From an optimization exercise on the open Yosys and OpenROAD flow, aimed at small area, a short achievable clock period and few clock cycles per item; shortcuts taken in it are not production practice.
The RTL was checked by simulation tests, not by an equivalence proof against the original design.
Power and IR drop assume default switching activity.

rev 12:
// lru_page_reference_tracker_unit
module lru_page_reference_tracker_unit #(
  parameter  int KEY_SPACE  = lru_pkg::KEY_SPACE_DEF,
  parameter  int MAX_FRAMES = lru_pkg::MAX_FRAMES_DEF,
  localparam int KW         = $clog2(KEY_SPACE),
  localparam int CW         = $clog2(MAX_FRAMES + 1)
) (
  input  wire logic                      clk,
  input  wire logic                      rst_n,
  input  wire logic                      in_valid,
  output logic                           in_ready,
  input  wire logic [KW-1:0]             in_page_key,
  output logic                           out_valid,
  input  wire logic                      out_ready,
  output logic                           out_hit,
  output logic                           out_evicted,
  output logic [KW-1:0]                  out_evicted_key,
  output logic [CW-1:0]                  out_occupancy,
  input  wire logic                      cfg_valid,
  output logic                           cfg_ready,
  input  wire logic [lru_pkg::CFG_W-1:0] cfg_frames_in_use
);
==> module lru_ctrl, before the edit <==
module lru_ctrl #(
  parameter  int KEY_SPACE  = lru_pkg::KEY_SPACE_DEF,
  parameter  int MAX_FRAMES = lru_pkg::MAX_FRAMES_DEF,
  localparam int KW         = $clog2(KEY_SPACE),
  localparam int CW         = $clog2(MAX_FRAMES + 1)
) (
  input  wire logic                      clk,
  input  wire logic                      rst_n,
  input  wire logic                      accept,
  input  wire logic [KW-1:0]             in_key,
  input  wire logic [$clog2(MAX_FRAMES)-1:0] limm1,
  output logic                           res_hit,
  output logic                           res_evicted,
  output logic [KW-1:0]                  res_evicted_key,
  output logic [CW-1:0]                  occupancy
);
  logic [KW-1:0]         list_r [MAX_FRAMES];
  logic [CW-1:0]         count_r;
  logic [MAX_FRAMES-1:0] vld;
  logic [MAX_FRAMES-1:0] match;
  logic [MAX_FRAMES-1:0] shift;
  logic                  hit;
  logic                  full;
  logic [KW-1:0]         tail_key;
  logic [KW-1:0]         tail_r;
  always_comb begin
    for (int i = 0; i < MAX_FRAMES; i++) begin
      vld[i]   = (count_r > CW'(i));
      match[i] = vld[i] && (list_r[i] == in_key);
    end
  end
  always_comb begin
    shift[0] = 1'b1;
    for (int i = 1; i < MAX_FRAMES; i++) begin
      shift[i] = shift[i-1] & ~match[i-1];
    end
  end
  assign hit  = |match;
  assign full = (count_r > CW'(limm1));
  always_comb begin
    tail_key = '0;
    for (int i = 0; i < MAX_FRAMES; i++) begin
      tail_key = tail_key | ({KW{count_r == CW'(i + 1)}} & list_r[i]);
    end
  end
  always_ff @(posedge clk) begin
    if (accept) begin
      list_r[0] <= in_key;
      for (int i = 1; i < MAX_FRAMES; i++) begin
        if (shift[i]) list_r[i] <= list_r[i-1];
      end
      res_hit         <= hit;
      res_evicted     <= ~hit & full;
      tail_r          <= tail_key;
    end
  end
  always_ff @(posedge clk) begin
    if (!rst_n) begin
      count_r <= '0;
    end else if (accept && !hit && !full) begin
      count_r <= CW'(count_r + 1'b1);
    end
  end
  assign res_evicted_key = {KW{res_evicted}} & tail_r;
  assign occupancy       = count_r;
endmodule
Settings: LEC_CHECK=0, CAP_MARGIN=20, CORE_MARGIN=2, CORE_UTILIZATION=40, PLACE_DENSITY=0.6, SETUP_SLACK_MARGIN=3, SLEW_MARGIN=20, TNS_END_PERCENT=0; clock period 5.5 ns.
standard.sh (not shown) runs the stock make flow with config.mk's settings and CLKGATE_MAP_FILE= SYNTH_SCRIPT=/design/flow/synth_recipe.tcl, a recipe that flattens the netlist after the stock synthesis.
==> flow/flow/run.sh <==
#!/bin/bash
# The standard layout (the standard.sh) with two changes to buffering:
# the port buffers ORFS inserts before global placement use a small plain
# buffer cell, and clock tree synthesis builds its tree from clkbuf_8 cells under
# a clkbuf_8 root, in clusters of up to 22 sinks and without dummy loads.
set -euo pipefail
export BUFFER_PORTS_ARGS="-buffer_cell sky130_fd_sc_hd__buf_1"
export CTS_ARGS="-sink_clustering_enable -repair_clock_nets -dont_use_dummy_load -sink_clustering_size 22 -sink_clustering_max_diameter 80 -buf_list sky130_fd_sc_hd__clkbuf_8 -root_buf sky130_fd_sc_hd__clkbuf_8"
bash standard.sh > standard_flow.log 2>&1
Testbench counts of rev 12, summed over its fixed seeds: cycles 16,512, items 16,384.
What rev 13 does differently from rev 12 at the input level:
==> flow/design.v, changed modules only <==
module lru_ctrl #(
  parameter  int KEY_SPACE  = lru_pkg::KEY_SPACE_DEF,
  parameter  int MAX_FRAMES = lru_pkg::MAX_FRAMES_DEF,
  localparam int KW         = $clog2(KEY_SPACE),
  localparam int CW         = $clog2(MAX_FRAMES + 1)
) (
  input  wire logic                      clk,
  input  wire logic                      rst_n,
  input  wire logic                      accept,
  input  wire logic [KW-1:0]             in_key,
  input  wire logic [$clog2(MAX_FRAMES)-1:0] limm1,
  output logic                           res_hit,
  output logic                           res_evicted,
  output logic [KW-1:0]                  res_evicted_key,
  output logic [CW-1:0]                  occupancy
);
  logic [KW-1:0]         list_r [MAX_FRAMES];
  logic [CW-1:0]         count_r;
  logic [MAX_FRAMES-1:0] vld;
  logic [MAX_FRAMES-1:0] match;
  logic [MAX_FRAMES-1:0] shift;
  logic                  hit;
  logic                  full;
  logic [KW-1:0]         tail_key;
  logic                  full_r;
  logic [KW-1:0]         tail_r;
  always_comb begin
    for (int i = 0; i < MAX_FRAMES; i++) begin
      vld[i]   = (count_r > CW'(i));
      match[i] = vld[i] && (list_r[i] == in_key);
    end
  end
  always_comb begin
    shift[0] = 1'b1;
    for (int i = 1; i < MAX_FRAMES; i++) begin
      shift[i] = shift[i-1] & ~match[i-1];
    end
  end
  assign hit  = |match;
  assign full = (count_r > CW'(limm1));
  always_comb begin
    tail_key = '0;
    for (int i = 0; i < MAX_FRAMES; i++) begin
      tail_key = tail_key | ({KW{count_r == CW'(i + 1)}} & list_r[i]);
    end
  end
  always_ff @(posedge clk) begin
    if (accept) begin
      list_r[0] <= in_key;
      for (int i = 1; i < MAX_FRAMES; i++) begin
        if (shift[i]) list_r[i] <= list_r[i-1];
      end
      res_hit         <= hit;
      full_r          <= full;
      tail_r          <= tail_key;
    end
  end
  always_ff @(posedge clk) begin
    if (!rst_n) begin
      count_r <= '0;
    end else if (accept && !hit && !full) begin
      count_r <= CW'(count_r + 1'b1);
    end
  end
  assign res_evicted     = ~res_hit & full_r;
  assign res_evicted_key = {KW{res_evicted}} & tail_r;
  assign occupancy       = count_r;
endmodule
[summary]
Rev 13 against rev 12: wire length reported by the detailed router lost 440 microns, sequential share of layout area lost 0.60 points, combinational power lost about 4%, critical-path maximum fanout lost 6. Delta(routability congestion estimate from global placement, rev 13 - rev 12) < 0.
Testbench counts of rev 13, summed over its fixed seeds: cycles 16,512, items 16,384.

==> port drivers added, routing unchanged <==
The flow's constraints put no driver on any port. The routed layouts listed below were extracted and timed again, unchanged, in two steps. Step 1, drivers: a clkbuf_16 drives clk and a buf_2 each remaining input, both assumed. Step 2, shift: input delay + t, output delay - t, t = (earliest + latest rising clock arrival at the registers) / 2. This alone moves slack from input paths to output paths. Three values: ideal, step 1, step 2; two values: the first two.
run | t (ns) | setup slack, ns | clock arrival spread, ns | worst slew at a driven data input, ns
rev 12 | 0.367 | 2.978 / 2.956 / 2.618 | 0.017 / 0.017 | 0.03
rev 13 | 0.360 | 2.979 / 2.956 / 2.670 | 0.015 / 0.015 | 0.03
After both steps every run listed still meets setup and hold. For rev 12, which loses most, drivers alone change the setup slack by -0.022 ns; drivers and shift together by -0.360 ns.
